This is an optimization exercise on Yosys and OpenROAD, whose aim is small area, a short achievable clock period and few clock cycles, not a production implementation. In this exercise RTL edits were held to simulation tests only and were not proved equivalent to the original.

**design/flow/run.sh**
```bash
#!/bin/bash
# synth_recipe.tcl (not shown) runs the flow's synth.tcl, then flattens the netlist and writes it again
# the make line also repeats each setting of config.mk as NAME=value (left out here)
make -C /OpenROAD-flow-scripts/flow DESIGN_CONFIG=/design/flow/config.mk WORK_HOME=/design/flow/orfs CLKGATE_MAP_FILE= SYNTH_SCRIPT=/design/flow/synth_recipe.tcl finish
```
**design/flow/config.mk**
```make
export PLATFORM = sky130hd
export DESIGN_NAME = arc_odometry_integrator_core
export DESIGN_NICKNAME = arc_odometry_integrator_core
export VERILOG_FILES = /design/flow/design.v
export SDC_FILE = /design/flow/constraint.sdc
export NUM_CORES = 4
export LEC_CHECK = 0
export CAP_MARGIN = 20
export CORE_MARGIN = 2
export CORE_UTILIZATION = 55
export PLACE_DENSITY = 0.7
export SETUP_SLACK_MARGIN = 0.7
export SLEW_MARGIN = 20
```
**design/flow/constraint.sdc**
```tcl
create_clock -name core_clock -period 10.0 [get_ports {aclk}]
set_input_delay 2.0000 -clock core_clock [delete_from_list [all_inputs] [get_ports {aclk}]]
set_output_delay 2.0000 -clock core_clock [all_outputs]
set_load 0.01 [all_outputs]
```
**design/flow/design.v**
```verilog
package arcodo_pkg;
    typedef enum logic [2:0] {
        PH_IDLE = 3'd0,
        PH_S1   = 3'd1,    
        PH_M    = 3'd2,    
        PH_K    = 3'd3,    
        PH_Q0   = 3'd4,    
        PH_Q1   = 3'd5,    
        PH_V0   = 3'd6,    
        PH_D0   = 3'd7     
    } ph_t;
    function automatic logic [63:0] horner_k(input logic [2:0] k);
        logic [63:0] c;
        case (k)
            3'd1:    c = 64'h0004_cb4c_3fff_ffff;
            3'd2:    c = 64'h0051_9af2_afff_ffff;
            3'd3:    c = 64'h0295_779d_efff_ffff;
            3'd4:    c = 64'h0648_7ed6_1fff_ffff;
            default: c = 64'd0;
        endcase
        horner_k = c;
    endfunction
    localparam logic [31:0] TURN_PER_RAD_Q16 = 32'd683565276;
    localparam logic [31:0] SIN_TOP_COEF     = 32'd172273;
    localparam logic [30:0] ONE_Q30          = 31'h4000_0000;
    function automatic logic [31:0] sin_coef(input logic [2:0] k);
        logic [31:0] c;
        case (k)
            3'd1:    c = 32'd5026995;
            3'd2:    c = 32'd85569306;
            3'd3:    c = 32'd693598670;
            3'd4:    c = 32'd1686629713;
            default: c = 32'd0;
        endcase
        sin_coef = c;
    endfunction
endpackage
module arc_odometry_integrator_core #(
    parameter int ANGLE_BITS = 16
) (
    input  logic               aclk,
    input  logic               aresetn,
    input  logic               cfg_valid,
    output logic               cfg_ready,
    input  logic [31:0]        cfg_data,
    input  logic               s_valid,
    output logic               s_ready,
    input  logic signed [15:0] s_pulse_count,
    input  logic signed [23:0] s_yaw_rate,
    input  logic [15:0]        s_elapsed_time,
    output logic               m_valid,
    input  logic               m_ready,
    output logic signed [31:0] m_pos_x,
    output logic signed [31:0] m_pos_y,
    output logic [15:0]        m_heading,
    output logic signed [31:0] m_vel_x,
    output logic signed [31:0] m_vel_y
);
    localparam int U0_V   = 0;
    localparam int U0_SQ  = 1;
    localparam int U0_H1  = 2;
    localparam int U0_HK  = 3;
    localparam int U0_H5  = 4;
    localparam int U0_VXL = 5;
    localparam int U0_VXH = 6;
    localparam int U0_AXL = 7;
    localparam int U0_AXH = 8;
    localparam int U0_DXL = 9;
    localparam int U0_DXH = 10;
    localparam int U0_N   = 11;
    localparam int U1_X   = 0;
    localparam int U1_WL  = 1;
    localparam int U1_WH  = 2;
    localparam int U1_H1  = 3;
    localparam int U1_HK  = 4;
    localparam int U1_H5  = 5;
    localparam int U1_VYL = 6;
    localparam int U1_VYH = 7;
    localparam int U1_AYL = 8;
    localparam int U1_AYH = 9;
    localparam int U1_DYL = 10;
    localparam int U1_DYH = 11;
    localparam int U1_SQ  = 12;
    localparam int U1_N   = 13;
    arcodo_pkg::ph_t ph, ph_n;
    logic [2:0]  st, st_n;
    logic        hh, hh_n;     
    logic        wdone, wdone_n;
    logic [U0_N-1:0] sel0;
    logic [U1_N-1:0] sel1;
    logic [31:0] spp_reg;
    logic [15:0] hf_reg;       
    logic        miss_reg;     
    logic        cur;
    logic [1:0]  ps_s, pc_s;
    logic [1:0][30:0] ps_m, pc_m;
    logic        sa_s, ca_s, sb_s, cb_s;
    logic [30:0] sa_m, ca_m, sb_m, cb_m;
    logic        pneg_reg;
    logic [23:0] wm_reg;
    logic        wneg_reg;
    logic        arc_reg;
    logic [15:0] t_reg;
    logic [46:0] v_reg;
    logic        vh_nz;
    logic [15:0] a1_reg;
    logic        rb_reg;
    logic [60:0] w_reg;
    logic [46:0] vxm_reg, vym_reg;
    logic [15:0] p0_lo, p1_lo;      
    logic [15:0] hnext;
    logic        dxs_reg, dys_reg;
    typedef enum logic [1:0] {B_IDLE, B_DIV, B_FIN} bst_t;
    bst_t        bst;
    logic [2:0]  bcnt;
    logic [23:0] remx, remy, dd_reg;
    logic [25:0] d3_reg;
    logic [31:0] shx, shy;
    logic [5:0]  ntopx, ntopy;
    logic        ovfx, ovfy, negx, negy;
    logic [31:0] velx_h, vely_h;
    logic [15:0] hb_reg;
    logic        sbv, sfirst;      
    logic [31:0] s_qx, s_qy, s_velx, s_vely;
    logic        s_ovfx, s_ovfy, s_negx, s_negy;
    logic [15:0] s_hb;
    logic        fin_main, fin_side, main_free, to_side, to_main;
    logic [31:0] f_qx, f_qy;
    logic        f_ovfx, f_ovfy, f_negx, f_negy;
    logic signed [31:0] posx_reg, posy_reg, outvx_reg, outvy_reg;
    logic [15:0]        outh_reg;
    logic               m_valid_reg;
    assign hnext = a1_reg + {15'd0, rb_reg};
    assign sa_s = cur ? ps_s[1] : ps_s[0];
    assign sa_m = cur ? ps_m[1] : ps_m[0];
    assign ca_s = cur ? pc_s[1] : pc_s[0];
    assign ca_m = cur ? pc_m[1] : pc_m[0];
    assign sb_s = cur ? ps_s[0] : ps_s[1];
    assign sb_m = cur ? ps_m[0] : ps_m[1];
    assign cb_s = cur ? pc_s[0] : pc_s[1];
    assign cb_m = cur ? pc_m[0] : pc_m[1];
    logic is_m, is_k, wop;
    assign is_m = (ph == arcodo_pkg::PH_M);
    assign is_k = (ph == arcodo_pkg::PH_K);
    assign wop  = (is_m || is_k) && (st == 3'd0) && (is_m ? arc_reg : !wdone);
    logic wh_nz, vxh_nz, vyh_nz;
    assign wh_nz  = |w_reg[60:32];
    assign vxh_nz = |vxm_reg[46:32];
    assign vyh_nz = |vym_reg[46:32];
    logic need_hi;
    always_comb begin
        case (ph)
            arcodo_pkg::PH_M, arcodo_pkg::PH_K: need_hi = wop & vh_nz;
            arcodo_pkg::PH_Q0: need_hi = vh_nz;
            arcodo_pkg::PH_V0: need_hi = vh_nz && (st == 3'd1);
            arcodo_pkg::PH_Q1: need_hi = wh_nz;
            arcodo_pkg::PH_D0: need_hi = vxh_nz | vyh_nz;
            default: need_hi = 1'b0;
        endcase
    end
    logic step_last;    
    assign step_last = hh | ~need_hi;
    logic fin_step, out_free, back_free, commit;
    assign fin_step  = ((ph == arcodo_pkg::PH_Q1) || (ph == arcodo_pkg::PH_D0)) && step_last;
    assign out_free  = !m_valid_reg || m_ready;
    assign fin_main  = (bst == B_FIN) && !(sbv && sfirst) && out_free;
    assign fin_side  = sbv && sfirst && out_free;
    assign main_free = (bst == B_IDLE) || fin_main;
    assign back_free = main_free || ((ph == arcodo_pkg::PH_D0) && !sbv);
    assign to_side   = commit && !main_free;
    assign to_main   = commit && main_free;
    assign f_qx   = sfirst ? s_qx : shx;
    assign f_qy   = sfirst ? s_qy : shy;
    assign f_ovfx = sfirst ? s_ovfx : ovfx;
    assign f_ovfy = sfirst ? s_ovfy : ovfy;
    assign f_negx = sfirst ? s_negx : negx;
    assign f_negy = sfirst ? s_negy : negy;
    assign commit    = fin_step && back_free;
    logic accept;
    assign s_ready = (ph == arcodo_pkg::PH_IDLE) || commit;
    assign accept  = s_valid && s_ready;
    always_comb begin
        ph_n    = ph;
        st_n    = st;
        hh_n    = hh;
        wdone_n = wdone;
        case (ph)
            arcodo_pkg::PH_IDLE: begin
                if (s_valid) ph_n = arcodo_pkg::PH_S1;
            end
            arcodo_pkg::PH_S1: begin
                st_n    = 3'd0;
                hh_n    = 1'b0;
                wdone_n = 1'b0;
                if (miss_reg) begin
                    ph_n = arcodo_pkg::PH_M;
                end else if (arc_reg) begin
                    ph_n = arcodo_pkg::PH_K;
                end else begin
                    ph_n = arcodo_pkg::PH_V0;
                    st_n = 3'd1;
                end
            end
            arcodo_pkg::PH_M, arcodo_pkg::PH_K: begin
                if (!step_last) begin
                    hh_n = 1'b1;
                end else begin
                    hh_n = 1'b0;
                    if (wop) wdone_n = 1'b1;
                    if (st == 3'd5) begin
                        st_n = 3'd0;
                        if (is_k)         ph_n = arcodo_pkg::PH_Q0;
                        else if (arc_reg) ph_n = arcodo_pkg::PH_K;
                        else              ph_n = arcodo_pkg::PH_V0;
                    end else begin
                        st_n = st + 3'd1;
                    end
                end
            end
            arcodo_pkg::PH_Q0: begin
                if (!step_last) begin
                    hh_n = 1'b1;
                end else begin
                    hh_n = 1'b0;
                    ph_n = arcodo_pkg::PH_Q1;
                end
            end
            arcodo_pkg::PH_V0: begin
                if (st == 3'd0) begin
                    st_n = 3'd1;    
                end else if (!step_last) begin
                    hh_n = 1'b1;
                end else begin
                    hh_n = 1'b0;
                    st_n = 3'd0;
                    ph_n = arcodo_pkg::PH_D0;
                end
            end
            default: begin
                if (!step_last) begin
                    hh_n = 1'b1;
                end else if (commit) begin
                    hh_n = 1'b0;
                    ph_n = s_valid ? arcodo_pkg::PH_S1 : arcodo_pkg::PH_IDLE;
                end
            end
        endcase
    end
    logic [U0_N-1:0] sel0_n;
    logic [U1_N-1:0] sel1_n;
    logic            wop_n;
    always_comb begin
        sel0_n = '0;
        sel1_n = '0;
        wop_n  = (st_n == 3'd0) &&
                 ((ph_n == arcodo_pkg::PH_M) ? arc_reg : ((ph_n == arcodo_pkg::PH_K) && !wdone_n));
        case (ph_n)
            arcodo_pkg::PH_S1: begin
                sel0_n[U0_V] = 1'b1;
                sel1_n[U1_X] = 1'b1;
            end
            arcodo_pkg::PH_M, arcodo_pkg::PH_K: begin
                case (st_n)
                    3'd0: begin
                        sel0_n[U0_SQ] = 1'b1;
                        sel1_n[U1_WL] = wop_n && !hh_n;
                        sel1_n[U1_WH] = wop_n && hh_n;
                    end
                    3'd1: begin
                        sel0_n[U0_H1] = 1'b1;
                        sel1_n[U1_H1] = 1'b1;
                    end
                    3'd5: begin
                        sel0_n[U0_H5] = 1'b1;
                        sel1_n[U1_H5] = 1'b1;
                    end
                    default: begin
                        sel0_n[U0_HK] = 1'b1;
                        sel1_n[U1_HK] = 1'b1;
                    end
                endcase
            end
            arcodo_pkg::PH_Q0: begin
                sel0_n[U0_VXL] = !hh_n;
                sel0_n[U0_VXH] = hh_n;
                sel1_n[U1_VYL] = !hh_n;
                sel1_n[U1_VYH] = hh_n;
            end
            arcodo_pkg::PH_V0: begin
                sel0_n[U0_VXL] = (st_n == 3'd1) && !hh_n;
                sel0_n[U0_VXH] = (st_n == 3'd1) && hh_n;
                sel1_n[U1_VYL] = (st_n == 3'd1) && !hh_n;
                sel1_n[U1_VYH] = (st_n == 3'd1) && hh_n;
            end
            arcodo_pkg::PH_Q1: begin
                sel0_n[U0_AXL] = !hh_n;
                sel0_n[U0_AXH] = hh_n;
                sel1_n[U1_AYL] = !hh_n;
                sel1_n[U1_AYH] = hh_n;
            end
            arcodo_pkg::PH_D0: begin
                sel0_n[U0_DXL] = !hh_n;
                sel0_n[U0_DXH] = hh_n;
                sel1_n[U1_DYL] = !hh_n;
                sel1_n[U1_DYH] = hh_n;
            end
            default: ;
        endcase
    end
    logic [15:0] ang;
    logic [13:0] am;
    logic [14:0] i_s, i_c;
    logic [13:0] n_s, n_c;
    assign ang = is_m ? hf_reg : a1_reg;
    assign am  = ang[13:0];
    assign i_s = ang[14] ? (15'd16384 - {1'b0, am}) : {1'b0, am};
    assign i_c = ang[14] ? {1'b0, am} : (15'd16384 - {1'b0, am});
    assign n_s = ang[14] ? ~am : am;
    assign n_c = ang[14] ? am : ~am;
    logic [63:0] p0, p1;
    logic [63:0] uk0, uk1, ur0, ur1;
    logic        hs0, hs1;
    logic [31:0] oa0, ob0, oa1, ob1;
    logic [31:0] or0, or1;
    logic [14:0] or0h, or0h_n;
    logic [31:0] oa0_n, ob0_n, oa1_n, ob1_n;
    logic [31:0] or0_n, or1_n;
    assign hs0 = sel0[U0_H1] | sel0[U0_HK];
    assign hs1 = sel1[U1_H1] | sel1[U1_HK];
    assign ur0 = hs0 ? {~oa0, oa0} : {17'd0, or0h, or0};
    assign ur1 = hs1 ? {~oa1, oa1} : {32'd0, or1};
    logic [31:0] alo0, ahi0;
    assign alo0 = {sel0[U0_SQ] ? 16'd0 : oa0[31:16], oa0[15:0]};
    assign ahi0 = {oa0[31:16], sel0[U0_SQ] ? 16'd0 : oa0[15:0]};
    always_comb begin
        p0 = ur0 + uk0;
        for (int j = 0; j < 32; j++) begin
            p0 = p0 + ({32'd0, {32{ob0[j]}} & ((j < 16) ? alo0 : ahi0)} << j);
        end
    end
    assign p1 = {32'd0, oa1} * {32'd0, ob1} + ur1 + uk1;
    logic [30:0] sn0, sn1;
    assign sn0 = (p0[45] | p0[44]) ? arcodo_pkg::ONE_Q30 : p0[44:14];
    assign sn1 = (p1[45] | p1[44]) ? arcodo_pkg::ONE_Q30 : p1[44:14];
    logic [15:0] hf_cur;
    logic [23:0] wm_in;
    logic [31:0] addx_n;
    assign hf_cur = commit ? hnext : hf_reg;
    assign wm_in  = s_yaw_rate[23] ? 24'(-s_yaw_rate) : 24'(s_yaw_rate);
    assign addx_n = s_yaw_rate[23] ? ({hf_cur - wm_in[15:0], 16'd0} + {8'd0, wm_in})
                                   : {hf_cur, 16'd0};
    function automatic logic [32:0] sm_diff(input logic us, input logic [30:0] um,
                                            input logic vs, input logic [30:0] vm);
        logic [31:0] sum, dif, adif;
        sum  = {1'b0, um} + {1'b0, vm};
        dif  = {1'b0, um} - {1'b0, vm};
        adif = dif[31] ? 32'(-dif) : dif;
        sm_diff = (us == vs) ? {us ^ dif[31], adif} : {us, sum};
    endfunction
    logic [32:0] dxd, dyd;
    assign dxd = sm_diff(sb_s, sb_m, sa_s, sa_m);
    assign dyd = sm_diff(ca_s, ca_m, cb_s, cb_m);
    logic [61:0] nx, ny;
    assign nx = hh ? {p0[59:0], p0_lo[15:14]} : {28'd0, p0[63:30]};
    assign ny = hh ? {p1[59:0], p1_lo[15:14]} : {28'd0, p1[63:30]};
    logic [31:0] dsx, dsy;
    logic        dsx_ovf, dsy_ovf;
    assign dsx     = hh ? {p0[15:0], p0_lo} : p0[47:16];
    assign dsy     = hh ? {p1[15:0], p1_lo} : p1[47:16];
    assign dsx_ovf = hh && (|p0[30:16]);
    assign dsy_ovf = hh && (|p1[30:16]);
    function automatic logic [31:0] sat_mag(input logic [46:0] mag, input logic neg);
        logic [31:0] r;
        if (!neg) begin
            r = (|mag[46:31]) ? 32'h7FFF_FFFF : mag[31:0];
        end else begin
            r = (|mag[46:32] || (mag[31] && |mag[30:0])) ? 32'h8000_0000 : 32'(-mag[31:0]);
        end
        sat_mag = r;
    endfunction
    logic [31:0] spp_n, dxm_n, dym_n;
    logic [15:0] pm_in, t_n, hf_n, a1_n, ang_n;
    logic [23:0] wm_n;
    logic        wneg_n;
    logic [28:0] i2s_n, i2c_n;
    logic [46:0] v_n, vxm_n, vym_n;
    logic [60:0] w_n;
    logic [13:0] am_n, n_s_n, n_c_n;
    assign pm_in   = s_pulse_count[15] ? 16'(-s_pulse_count) : 16'(s_pulse_count);
    assign spp_n   = cfg_valid ? cfg_data : spp_reg;
    assign wm_n    = accept ? wm_in : wm_reg;
    assign t_n     = accept ? s_elapsed_time : t_reg;
    assign wneg_n  = accept ? s_yaw_rate[23] : wneg_reg;
    assign hf_n    = commit ? hnext : hf_reg;
    assign a1_n    = sel1[U1_X] ? p1[31:16] : a1_reg;
    assign i2s_n   = sel0[U0_SQ] ? p0[28:0] : oa0[28:0];
    assign i2c_n   = sel0[U0_SQ] ? p0[60:32] : oa1[28:0];
    assign v_n     = sel0[U0_V] ? p0[46:0] : v_reg;
    always_comb begin
        w_n = w_reg;
        if (sel1[U1_WL]) w_n = {13'd0, p1[63:16]};
        if (sel1[U1_WH]) w_n = {p1[44:0], w_reg[15:0]};
        vxm_n = vxm_reg;
        if (sel0[U0_VXL]) vxm_n = {13'd0, p0[63:30]};
        if (sel0[U0_VXH]) vxm_n = {p0[44:0], vxm_reg[1:0]};
        vym_n = vym_reg;
        if (sel1[U1_VYL]) vym_n = {13'd0, p1[63:30]};
        if (sel1[U1_VYH]) vym_n = {p1[44:0], vym_reg[1:0]};
        dxm_n = ob0;
        dym_n = ob1;
        if (ph == arcodo_pkg::PH_Q0) begin
            dxm_n = dxd[31:0];
            dym_n = dyd[31:0];
        end
    end
    assign ang_n = (ph_n == arcodo_pkg::PH_M) ? hf_n : a1_n;
    assign am_n  = ang_n[13:0];
    assign n_s_n = ang_n[14] ? ~am_n : am_n;
    assign n_c_n = ang_n[14] ? am_n : ~am_n;
    logic [13:0] ns_x, nc_x;       
    assign ns_x = p1[30] ? ~p1[29:16] : p1[29:16];
    assign nc_x = p1[30] ? p1[29:16] : ~p1[29:16];
    logic        sqx;              
    assign sqx = sel1[U1_X] && (ph_n == arcodo_pkg::PH_K);
    always_comb begin
        oa0_n = ({32{sel0_n[U0_V]}}                                 & spp_n)
              | ({32{sel0_n[U0_SQ] & !sqx}}                         & {2'd0, n_c_n, 2'd0, n_s_n})
              | ({32{sel0_n[U0_SQ] & sqx}}                          & {2'd0, nc_x, 2'd0, ns_x})
              | ({32{(sel0_n[U0_H1] | sel0_n[U0_HK]) & !sel0[U0_SQ]}} & {3'd0, oa0[28:0]})
              | ({32{(sel0_n[U0_H1] | sel0_n[U0_HK]) & sel0[U0_SQ]}}  & {3'd0, p0[28:0]})
              | ({32{sel0_n[U0_H5]}}                                & {17'd0, i_s})
              | ({32{sel0_n[U0_VXL] & !sel0[U0_V]}}                 & v_reg[31:0])
              | ({32{sel0_n[U0_VXL] & sel0[U0_V]}}                  & p0[31:0])
              | ({32{sel0_n[U0_VXH] & !sel0[U0_V]}}                 & {17'd0, v_reg[46:32]})
              | ({32{sel0_n[U0_VXH] & sel0[U0_V]}}                  & {17'd0, p0[46:32]})
              | ({32{sel0_n[U0_AXL]}}                               & w_reg[31:0])
              | ({32{sel0_n[U0_AXH]}}                               & {3'd0, w_reg[60:32]})
              | ({32{sel0_n[U0_DXL] & sel0[U0_VXL]}}                & p0[61:30])
              | ({32{sel0_n[U0_DXL] & sel0[U0_VXH]}}                & {p0[29:0], vxm_reg[1:0]})
              | ({32{sel0_n[U0_DXL] & !sel0[U0_VXL] & !sel0[U0_VXH]}} & vxm_reg[31:0])
              | ({32{sel0_n[U0_DXH]}}                               & {17'd0, vxm_reg[46:32]});
        ob0_n = ({32{sel0_n[U0_V]}}                                 & {16'd0, pm_in})
              | ({32{sel0_n[U0_SQ] & !sqx}}                         & {2'd0, n_c_n, 2'd0, n_s_n})
              | ({32{sel0_n[U0_SQ] & sqx}}                          & {2'd0, nc_x, 2'd0, ns_x})
              | ({32{sel0_n[U0_H1]}}                                & ~arcodo_pkg::SIN_TOP_COEF)
              | ({32{sel0_n[U0_HK]}}                                & ~p0[59:28])
              | ({32{sel0_n[U0_H5]}}                                & p0[59:28])
              | ({32{sel0_n[U0_VXL] | sel0_n[U0_VXH]}}              & {1'b0, ca_m})
              | ({32{sel0_n[U0_AXL] | sel0_n[U0_AXH]}}              & dxm_n)
              | ({32{sel0_n[U0_DXL] | sel0_n[U0_DXH]}}              & {16'd0, t_reg});
        or0_n = ({32{sel0_n[U0_SQ] & ang_n[14]}}                    & {17'd0, n_s_n, 1'b1})
              | ({32{(sel0_n[U0_VXH] | sel0_n[U0_AXH] | sel0_n[U0_DXH]) &
                     (sel0[U0_VXL] | sel0[U0_AXL] | sel0[U0_DXL])}}  & p0[63:32])
              | ({32{(sel0_n[U0_VXH] | sel0_n[U0_AXH] | sel0_n[U0_DXH]) &
                     !(sel0[U0_VXL] | sel0[U0_AXL] | sel0[U0_DXL])}} & or0);
    end
    always_comb begin
        oa1_n = ({32{sel1_n[U1_X]}}                                 & {8'd0, wm_n})
              | ({32{sel1_n[U1_WL] & !sel0[U0_V]}}                  & v_reg[31:0])
              | ({32{sel1_n[U1_WL] & sel0[U0_V]}}                   & p0[31:0])
              | ({32{sel1_n[U1_WH] & !sel0[U0_V]}}                  & {17'd0, v_reg[46:32]})
              | ({32{sel1_n[U1_WH] & sel0[U0_V]}}                   & {17'd0, p0[46:32]})
              | ({32{(sel1_n[U1_H1] | sel1_n[U1_HK]) & !sel0[U0_SQ]}} & {3'd0, oa1[28:0]})
              | ({32{(sel1_n[U1_H1] | sel1_n[U1_HK]) & sel0[U0_SQ]}}  & {3'd0, p0[60:32]})
              | ({32{sel1_n[U1_H5]}}                                & {17'd0, i_c})
              | ({32{sel1_n[U1_VYL] & !sel0[U0_V]}}                 & v_reg[31:0])
              | ({32{sel1_n[U1_VYL] & sel0[U0_V]}}                  & p0[31:0])
              | ({32{sel1_n[U1_VYH] & !sel0[U0_V]}}                 & {17'd0, v_reg[46:32]})
              | ({32{sel1_n[U1_VYH] & sel0[U0_V]}}                  & {17'd0, p0[46:32]})
              | ({32{sel1_n[U1_AYL]}}                               & w_reg[31:0])
              | ({32{sel1_n[U1_AYH]}}                               & {3'd0, w_reg[60:32]})
              | ({32{sel1_n[U1_DYL] & sel1[U1_VYL]}}                & p1[61:30])
              | ({32{sel1_n[U1_DYL] & sel1[U1_VYH]}}                & {p1[29:0], vym_reg[1:0]})
              | ({32{sel1_n[U1_DYL] & !sel1[U1_VYL] & !sel1[U1_VYH]}} & vym_reg[31:0])
              | ({32{sel1_n[U1_DYH]}}                               & {17'd0, vym_reg[46:32]});
        ob1_n = ({32{sel1_n[U1_X]}}                                 & {16'd0, wneg_n ? ~t_n : t_n})
              | ({32{sel1_n[U1_WL] | sel1_n[U1_WH]}}                & arcodo_pkg::TURN_PER_RAD_Q16)
              | ({32{sel1_n[U1_H1]}}                                & ~arcodo_pkg::SIN_TOP_COEF)
              | ({32{sel1_n[U1_HK]}}                                & ~p1[59:28])
              | ({32{sel1_n[U1_H5]}}                                & p1[59:28])
              | ({32{sel1_n[U1_VYL] | sel1_n[U1_VYH]}}              & {1'b0, sa_m})
              | ({32{sel1_n[U1_AYL] | sel1_n[U1_AYH]}}              & dym_n)
              | ({32{sel1_n[U1_DYL] | sel1_n[U1_DYH]}}              & {16'd0, t_reg});
        or1_n = ({32{sel1_n[U1_X]}}                                 & addx_n)
              | ({32{(sel1_n[U1_WH] | sel1_n[U1_VYH] | sel1_n[U1_AYH] | sel1_n[U1_DYH]) &
                     (sel1[U1_WL] | sel1[U1_VYL] | sel1[U1_AYL] | sel1[U1_DYL])}}  & p1[63:32])
              | ({32{(sel1_n[U1_WH] | sel1_n[U1_VYH] | sel1_n[U1_AYH] | sel1_n[U1_DYH]) &
                     !(sel1[U1_WL] | sel1[U1_VYL] | sel1[U1_AYL] | sel1[U1_DYL])}} & or1);
    end
    always_ff @(posedge aclk) begin
        if (!aresetn) begin
            ph       <= arcodo_pkg::PH_IDLE;
            st       <= 3'd0;
            hh       <= 1'b0;
            wdone    <= 1'b0;
            sel0     <= '0;
            sel1     <= '0;
            spp_reg  <= 32'd0;
            hf_reg   <= 16'd0;
            miss_reg <= 1'b0;
            cur      <= 1'b0;
            ps_s[0]  <= 1'b0;
            ps_m[0]  <= 31'd0;
            pc_s[0]  <= 1'b0;
            pc_m[0]  <= arcodo_pkg::ONE_Q30;
        end else begin
            spp_reg <= spp_n;
            ph      <= ph_n;
            st      <= st_n;
            hh      <= hh_n;
            wdone   <= wdone_n;
            sel0    <= sel0_n;
            sel1    <= sel1_n;
            hf_reg  <= hf_n;
            if (is_m && sel0[U0_H5]) begin
                miss_reg <= 1'b0;
            end
            for (int k = 0; k < 2; k++) begin
                if (sel0[U0_H5] && (is_m == (cur == k[0]))) begin
                    ps_s[k] <= ang[15];
                    ps_m[k] <= sn0;
                    pc_s[k] <= ang[15] ^ ang[14];
                    pc_m[k] <= sn1;
                end
            end
            if (commit && ph == arcodo_pkg::PH_Q1) begin
                miss_reg <= rb_reg;
                cur      <= ~cur;
            end
        end
    end
    always_ff @(posedge aclk) begin
        oa0 <= oa0_n;
        ob0 <= ob0_n;
        uk0 <= {64{sel0_n[U0_H1] | sel0_n[U0_HK]}} & arcodo_pkg::horner_k(st_n);
        uk1 <= {64{sel1_n[U1_H1] | sel1_n[U1_HK]}} & arcodo_pkg::horner_k(st_n);
        or0 <= or0_n;
        or0h <= {15{sel0_n[U0_SQ] & !ang_n[14]}} & {n_c_n, 1'b1};
        oa1 <= oa1_n;
        ob1 <= ob1_n;
        or1 <= or1_n;
        wm_reg   <= wm_n;
        t_reg    <= t_n;
        wneg_reg <= wneg_n;
        a1_reg   <= a1_n;
        v_reg    <= v_n;
        w_reg    <= w_n;
        vxm_reg  <= vxm_n;
        vym_reg  <= vym_n;
        if (sel0[U0_AXL] | sel0[U0_DXL]) p0_lo <= p0[31:16];
        if (sel1[U1_AYL] | sel1[U1_DYL]) p1_lo <= p1[31:16];
        if (accept) begin
            pneg_reg <= s_pulse_count[15];
            arc_reg  <= (s_yaw_rate != 24'sd0);
        end
        if (sel0[U0_V]) begin
            vh_nz <= |p0[46:32];
        end
        if (sel1[U1_X]) begin
            rb_reg <= p1[15];
        end
        if (ph == arcodo_pkg::PH_Q0) begin
            dxs_reg <= dxd[32];
            dys_reg <= dyd[32];
        end
    end
    logic [23:0] rx1, rx2, ry1, ry2;
    logic [1:0]  gx1, gx2, gy1, gy2;
    function automatic logic [25:0] dstep4(input logic [23:0] r, input logic [1:0] b,
                                           input logic [23:0] d, input logic [25:0] d3);
        logic [26:0] s1, s2, s3;
        logic [1:0]  q;
        logic [23:0] rn;
        s1 = {1'b0, r, b} - {3'b000, d};
        s2 = {1'b0, r, b} - {2'b00, d, 1'b0};
        s3 = {1'b0, r, b} - {1'b0, d3};
        if (!s3[26]) begin
            q = 2'd3; rn = s3[23:0];
        end else if (!s2[26]) begin
            q = 2'd2; rn = s2[23:0];
        end else if (!s1[26]) begin
            q = 2'd1; rn = s1[23:0];
        end else begin
            q = 2'd0; rn = {r[21:0], b};
        end
        dstep4 = {q, rn};
    endfunction
    assign {gx1, rx1} = dstep4(remx, shx[31:30], dd_reg, d3_reg);
    assign {gx2, rx2} = dstep4(rx1,  shx[29:28], dd_reg, d3_reg);
    assign {gy1, ry1} = dstep4(remy, shy[31:30], dd_reg, d3_reg);
    assign {gy2, ry2} = dstep4(ry1,  shy[29:28], dd_reg, d3_reg);
    function automatic logic signed [31:0] pos_step(input logic signed [31:0] pos,
                                                    input logic [31:0] q, input logic ovf,
                                                    input logic neg);
        logic signed [34:0] d, s;
        logic signed [31:0] r;
        d = ovf ? 35'sh1_0000_0000 : {3'b000, q};
        if (neg) d = -d;
        s = 35'(pos) + d;
        if (s > 35'sd2147483647) begin
            r = 32'sh7FFF_FFFF;
        end else if (s < -35'sd2147483648) begin
            r = 32'sh8000_0000;
        end else begin
            r = s[31:0];
        end
        pos_step = r;
    endfunction
    always_ff @(posedge aclk) begin
        if (!aresetn) begin
            bst         <= B_IDLE;
            bcnt        <= 3'd0;
            sbv         <= 1'b0;
            sfirst      <= 1'b0;
            m_valid_reg <= 1'b0;
            posx_reg    <= 32'sd0;
            posy_reg    <= 32'sd0;
            outh_reg    <= 16'd0;
        end else begin
            if (m_valid_reg && m_ready) begin
                m_valid_reg <= 1'b0;
            end
            case (bst)
                B_DIV: begin
                    bcnt <= bcnt + 3'd1;
                    if (bcnt == 3'd7) begin
                        bst <= B_FIN;
                    end
                end
                B_FIN: begin
                    if (fin_main) begin
                        bst <= B_IDLE;
                    end
                end
                default: ;
            endcase
            if (fin_main || fin_side) begin
                m_valid_reg <= 1'b1;
                posx_reg    <= pos_step(posx_reg, f_qx, f_ovfx, f_negx);
                posy_reg    <= pos_step(posy_reg, f_qy, f_ovfy, f_negy);
                outh_reg    <= sfirst ? s_hb : hb_reg;
            end
            if (fin_main && sbv) begin
                sfirst <= 1'b1;
            end
            if (fin_side) begin
                sbv    <= 1'b0;
                sfirst <= 1'b0;
            end
            if (to_side) begin
                sbv    <= 1'b1;
                sfirst <= 1'b0;
            end
            if (to_main) begin
                bcnt <= 3'd0;
                bst  <= (ph == arcodo_pkg::PH_Q1) ? B_DIV : B_FIN;
            end
        end
    end
    always_ff @(posedge aclk) begin
        if (bst == B_DIV) begin
            remx <= rx2;
            remy <= ry2;
            shx  <= {shx[27:0], gx1, gx2};
            shy  <= {shy[27:0], gy1, gy2};
            if (bcnt == 3'd0) begin
                ovfx <= ({ntopx, remx} >= {6'd0, dd_reg});
                ovfy <= ({ntopy, remy} >= {6'd0, dd_reg});
            end
        end
        if (fin_main || fin_side) begin
            outvx_reg <= sfirst ? s_velx : velx_h;
            outvy_reg <= sfirst ? s_vely : vely_h;
        end
        if (to_side) begin
            s_hb   <= hnext;
            s_velx <= sat_mag(vxm_reg, pneg_reg ^ ca_s);
            s_vely <= sat_mag(vym_reg, pneg_reg ^ sa_s);
            s_qx   <= dsx;
            s_qy   <= dsy;
            s_ovfx <= dsx_ovf;
            s_ovfy <= dsy_ovf;
            s_negx <= pneg_reg ^ ca_s;
            s_negy <= pneg_reg ^ sa_s;
        end
        if (to_main) begin
            hb_reg <= hnext;
            velx_h <= sat_mag(vxm_reg, pneg_reg ^ ca_s);
            vely_h <= sat_mag(vym_reg, pneg_reg ^ sa_s);
            if (ph == arcodo_pkg::PH_Q1) begin
                dd_reg <= wm_reg;
                d3_reg <= {2'b00, wm_reg} + {1'b0, wm_reg, 1'b0};
                remx   <= nx[55:32];
                shx    <= nx[31:0];
                ntopx  <= nx[61:56];
                remy   <= ny[55:32];
                shy    <= ny[31:0];
                ntopy  <= ny[61:56];
                negx   <= pneg_reg ^ dxs_reg ^ wneg_reg;
                negy   <= pneg_reg ^ dys_reg ^ wneg_reg;
            end else begin
                shx  <= dsx;
                shy  <= dsy;
                ovfx <= dsx_ovf;
                ovfy <= dsy_ovf;
                negx <= pneg_reg ^ ca_s;
                negy <= pneg_reg ^ sa_s;
            end
        end
    end
    assign cfg_ready = 1'b1;
    assign m_valid   = m_valid_reg;
    assign m_pos_x   = posx_reg;
    assign m_pos_y   = posy_reg;
    assign m_heading = outh_reg;
    assign m_vel_x   = outvx_reg;
    assign m_vel_y   = outvy_reg;
endmodule
```
==> run summary <==
----------------------------------------------------
[Status]
  Status ... finished clean

[Synthesis]
  Gate count of the mapped netlist ... 18101
  Register bit count reported by yosys ... 1272
  Sequential cell area fraction in the yosys report ... 20.4%
  Most common flop cell mapped by yosys ... sky130_fd_sc_hd__edfxtp_1
  Unique cell type count in the Yosys netlist ... 89
  Post-synth top area cell ... sky130_fd_sc_hd__fa_1
  Post-Syn Area per Cell ... 8.84 sq um
  Count of flip-flops with a built-in enable after synthesis ... 724
  Share of synthesized flip-flops with an asynchronous set or reset ... 0%
  Number of warnings reported in the yosys synthesis log ... 1
  Post-synthesis net count ... 21342
  Library cell with the highest instance count after synthesis ... sky130_fd_sc_hd__nand2_1
  Proportion of netlist area held by the largest area contributor ... 25.7%
  Commonest cells post-synth ... sky130_fd_sc_hd__nand2_1, sky130_fd_sc_hd__inv_1, sky130_fd_sc_hd__fa_1
  Top area cells in the synthesized netlist ... sky130_fd_sc_hd__fa_1, sky130_fd_sc_hd__edfxtp_1, sky130_fd_sc_hd__ha_1, sky130_fd_sc_hd__dfxtp_1, sky130_fd_sc_hd__nand2_1
  Mapped cell area ... 160000 sq um

[Clocking]
  Clock Sinks ... 1272
  Worst-skew pair later-pin latency ... 0.91 ns
  Maximum count of clock buffers along a single path ... 3
  Count of hold-fix buffers inserted at cts ... 0
  Clock root buffer master ... sky130_fd_sc_hd__clkbuf_16
  Clock transition at path regs ... 0.07 ns
  Clock tree from TritonCTS ... built
  Clock buffer count from CTS ... 149
  H-tree level count ... 4

[Critical path]
  R2R Path Start ... sel1[3]$_SDFF_PN0_
  Cell with the largest stage delay on the worst path ... sky130_fd_sc_hd__a22oi_1
  Crit-path max cell delay ... 0.65 ns
  Most repeated library cell on the critical path ... sky130_fd_sc_hd__fa_1
  End of the worst register-to-register path ... oa0[30]$_DFF_P_
  Critical Setup Path Class ... flip-flop to flip-flop
  Crit-path max FO ... 18
  Data required time of the worst path ... 10.74 ns
  Endpoint class of the critical path ... flip-flop
  Register-to-register setup slack ... 0.56 ns
  Length in cells of the worst reg-to-reg path ... 30
  Kind of launch point of the worst setup path ... flip-flop
  CP arrival ... 10.19 ns

[Floorplan]
  Die height ... 543 um
  Initial core utilization ... 55.1%
  Core Rows ... 198
  Num ports ... 240
  Die footprint ... 295000 sq um
  Die width ... 543 um
  Core footprint ... 290000 sq um

[STA]
  Period Utilization, post-route ... 94.4%
  Final setup vio count ... 0
  Number of failing hold endpoints at the final stage ... 0
  Final period demand of the worst path ... 9.44 ns
  Slew at the pin with the worst max-slew slack ... 1.31 ns
  Fin Setup TNS ... 0 ns
  Clock skew after layout ... 0.121 ns
  Count of final max-slew check failures ... 0
  Max-Slew Margin vs Limit ... 11.9%
  Unrepaired setup endpoints after global routing ... yes
  Maximum operating frequency ... 106 MHz

[Min path]
  Start point of the worst hold path ... t_reg[9]$_DFF_P_
  Worst Hold Path EP ... t_reg[9]$_DFF_P_
  Cell count of the worst hold path ... 2
  Worst min-delay path category ... flip-flop to flip-flop

[Global route]
  Antenna violations before repair ... 70
  Wire length of the first global-routing pass ... 964000 um
  Congestion Overflow GR ... 0
  Largest net degree at the start of global routing ... 138
  Global-route usage over all layers ... 45.4%
  Vias in the first global route ... 136516

[Detailed routing]
  Number of design-rule violations left by the first detailed-router iteration ... 19390
  Via count ... 141973
  Routed wire per std cell ... 30.3 um
  Average via count per standard cell ... 6.36
  Antenna violation net count after detailed routing ... 0
  Total wire length after detailed routing ... 676000 um
  Number of design rule violations left after detail routing ... 0
  Number of search-and-repair iterations in the first detailed-routing pass ... 17

[Place]
  Detailed placer's ending HPWL ... 536000 um
  Placer's final routability congestion estimate ... 1.13
  Placed cell count ... 21950
  Count of buffers from port buffering ... 238

[Finish]
  Final nets ... 21472
  Post-route insts no fill ... 22309
  Signed area change from the synthesized netlist to the final layout ... 10.5%
  Final cell utilization of the core ... 60.9%
  Fraction of layout cells with a size suffix above 1 ... 8.49%

[Flow run]
  Count of maximum capacitance violations ... 0

----------------------------------------------------
==> per-layer routing <==
layer,share of wire (%),global-route usage [%],up-vias
li1,-,-,60263
met1,36,57.7,70128
met2,41,64.2,9266
met3,14,15.4,2262
met4,9.3,33.4,54
met5,0.10,0.179,-
==> how the worst max path moves through the flow <==
| stage | endpoint | start | slack [ns] |
|---|---|---|---|
| floorplan | oa0[7]$_DFF_P_ | uk1[41]$_DFF_P_ | 0.65 |
| global placement | ob0[8]$_DFF_P_ | oa1[14]$_DFF_P_ | 0.27 |
| detailed placement | shy[27]$_DFFE_PP_ | ob1[2]$_DFF_P_ | 0.13 |
| CTS | shx[27]$_DFFE_PP_ | sel0[1]$_SDFF_PN0_ | 0.64 |
| global route | ob0[18]$_DFF_P_ | sel0[1]$_SDFF_PN0_ | 0.59 |
| finish | oa0[30]$_DFF_P_ | sel1[3]$_SDFF_PN0_ | 0.56 |
==> critical path: cells and delay by family (launching register included) <==
kind | cells | cell delay, ns
simple gates | 5 | 0.98
flops | 1 | 0.36
compound gates | 8 | 2.59
buf+inv | 6 | 1.45
xor+xnor | 1 | 0.20
fa+ha+maj | 10 | 3.65
==> final cells by class <==
type                            count  area, sq um
Clock buffer                      182         3920
Inverter                         2405         9050
Tap cell                         3900         4880
Sequential cell                  1272        32800
Fill cell                       25216       113000
Multi-Input combinational cell  13413       116000
Antenna cell                       51          128
Timing Repair Buffer              990         8800
Clock inverter                     96         1320
==> per-stage QoR <==
| stage | area, sq um | hold WS [ns] | setup slack, ns |
|---|---|---|---|
| 2_1_floorplan | 160000 | 0.422 | 0.654 |
| 3_3_place_gp | 170000 | 0.430 | 0.275 |
| 3_5_place_dp | 170000 | 0.437 | 0.129 |
| 4_1_cts | 176000 | 0.446 | 0.638 |
| 5_1_grt | 177000 | 0.465 | 0.587 |
| 6_report | 177000 | 0.450 | 0.556 |
==> layout by cell type, fill, tap and decap left out, types with 70 or more instances in the layout <==
cell type                         instances
sky130_fd_sc_hd__a22oi_1                 83
sky130_fd_sc_hd__dfxtp_1                490
sky130_fd_sc_hd__ha_1                  1082
sky130_fd_sc_hd__mux2_2                 197
sky130_fd_sc_hd__o21ai_0                789
sky130_fd_sc_hd__nand4_1                 70
sky130_fd_sc_hd__o21a_1                 110
sky130_fd_sc_hd__mux2i_1                319
sky130_fd_sc_hd__inv_1                 2388
sky130_fd_sc_hd__nand3_1                173
sky130_fd_sc_hd__fa_1                  2050
sky130_fd_sc_hd__xor2_1                 239
sky130_fd_sc_hd__or3_1                   85
sky130_fd_sc_hd__a211oi_1               131
sky130_fd_sc_hd__a21o_1                 247
sky130_fd_sc_hd__buf_4                  678
sky130_fd_sc_hd__o21bai_1                84
sky130_fd_sc_hd__edfxtp_1               724
sky130_fd_sc_hd__clkbuf_16              151
sky130_fd_sc_hd__o22ai_1                104
sky130_fd_sc_hd__a21oi_1                889
sky130_fd_sc_hd__nor3_1                 227
sky130_fd_sc_hd__o211ai_1               139
sky130_fd_sc_hd__nand2_1               2791
sky130_fd_sc_hd__and2_1                 638
sky130_fd_sc_hd__a31oi_1                 96
sky130_fd_sc_hd__nand2b_1               134
sky130_fd_sc_hd__nor2b_1                136
sky130_fd_sc_hd__and3_1                  79
sky130_fd_sc_hd__xnor2_1                452
sky130_fd_sc_hd__a221oi_1                83
sky130_fd_sc_hd__clkdlybuf4s50_1        235
sky130_fd_sc_hd__nor2_1                 913
==> what timing repair did <==
action	CTS	global route
endpoints found under the setup margin	221	288
gates cloned	0	3
pin swaps	1	15
gates resized for setup	52	127
buffers inserted	1	25
==> logic make-up (layout without fill, tap and decap cells) <==
kind of cell | count (synthesis) | after routing | share of synthesized area, %
and+or+nand+nor | 5504 | 5505 | 15.6
AOI/OAI and AO/OA | 3462 | 3462 | 14.0
buffers and inverters | 3417 | 3673 | 8.02
adders and majority gates | 3148 | 3148 | 34.3
DFF | 1272 | 1272 | 20.4
xor gates and xnor gates | 775 | 775 | 4.24
muxes | 522 | 522 | 3.42
other | 1 | 52 | 0.00234
Testbench counts, summed over its fixed seeds: cycles 3,797.

==> re-timing with driven ports <==
In the flow no input, the clock included, has a driving cell. The finished layout below was timed again as built, in two steps. Step 1 sets driving cells, clkbuf_16 on the clock port and buf_2 on the other inputs (assumed; they add their load-dependent delay and slew). Step 2 moves the port delays by t, midway between the first and last clock arrival at a register: inputs arrive t later, outputs are due t later. That takes back most of the time a late clock gives input paths. a / b / c = ideal / step 1 / step 2; a / b = the first two.
t (ns): 0.956
setup WS [ns]: 0.556 / 0.556 / 0.556
clock arrival spread, ns: 0.121 / 0.120
worst data-port slew with drivers (ns): 0.09
After both steps setup and hold are still met in this run. The setup slack of this run moves by 0.000 ns with the drivers and by 0.000 ns with both steps.
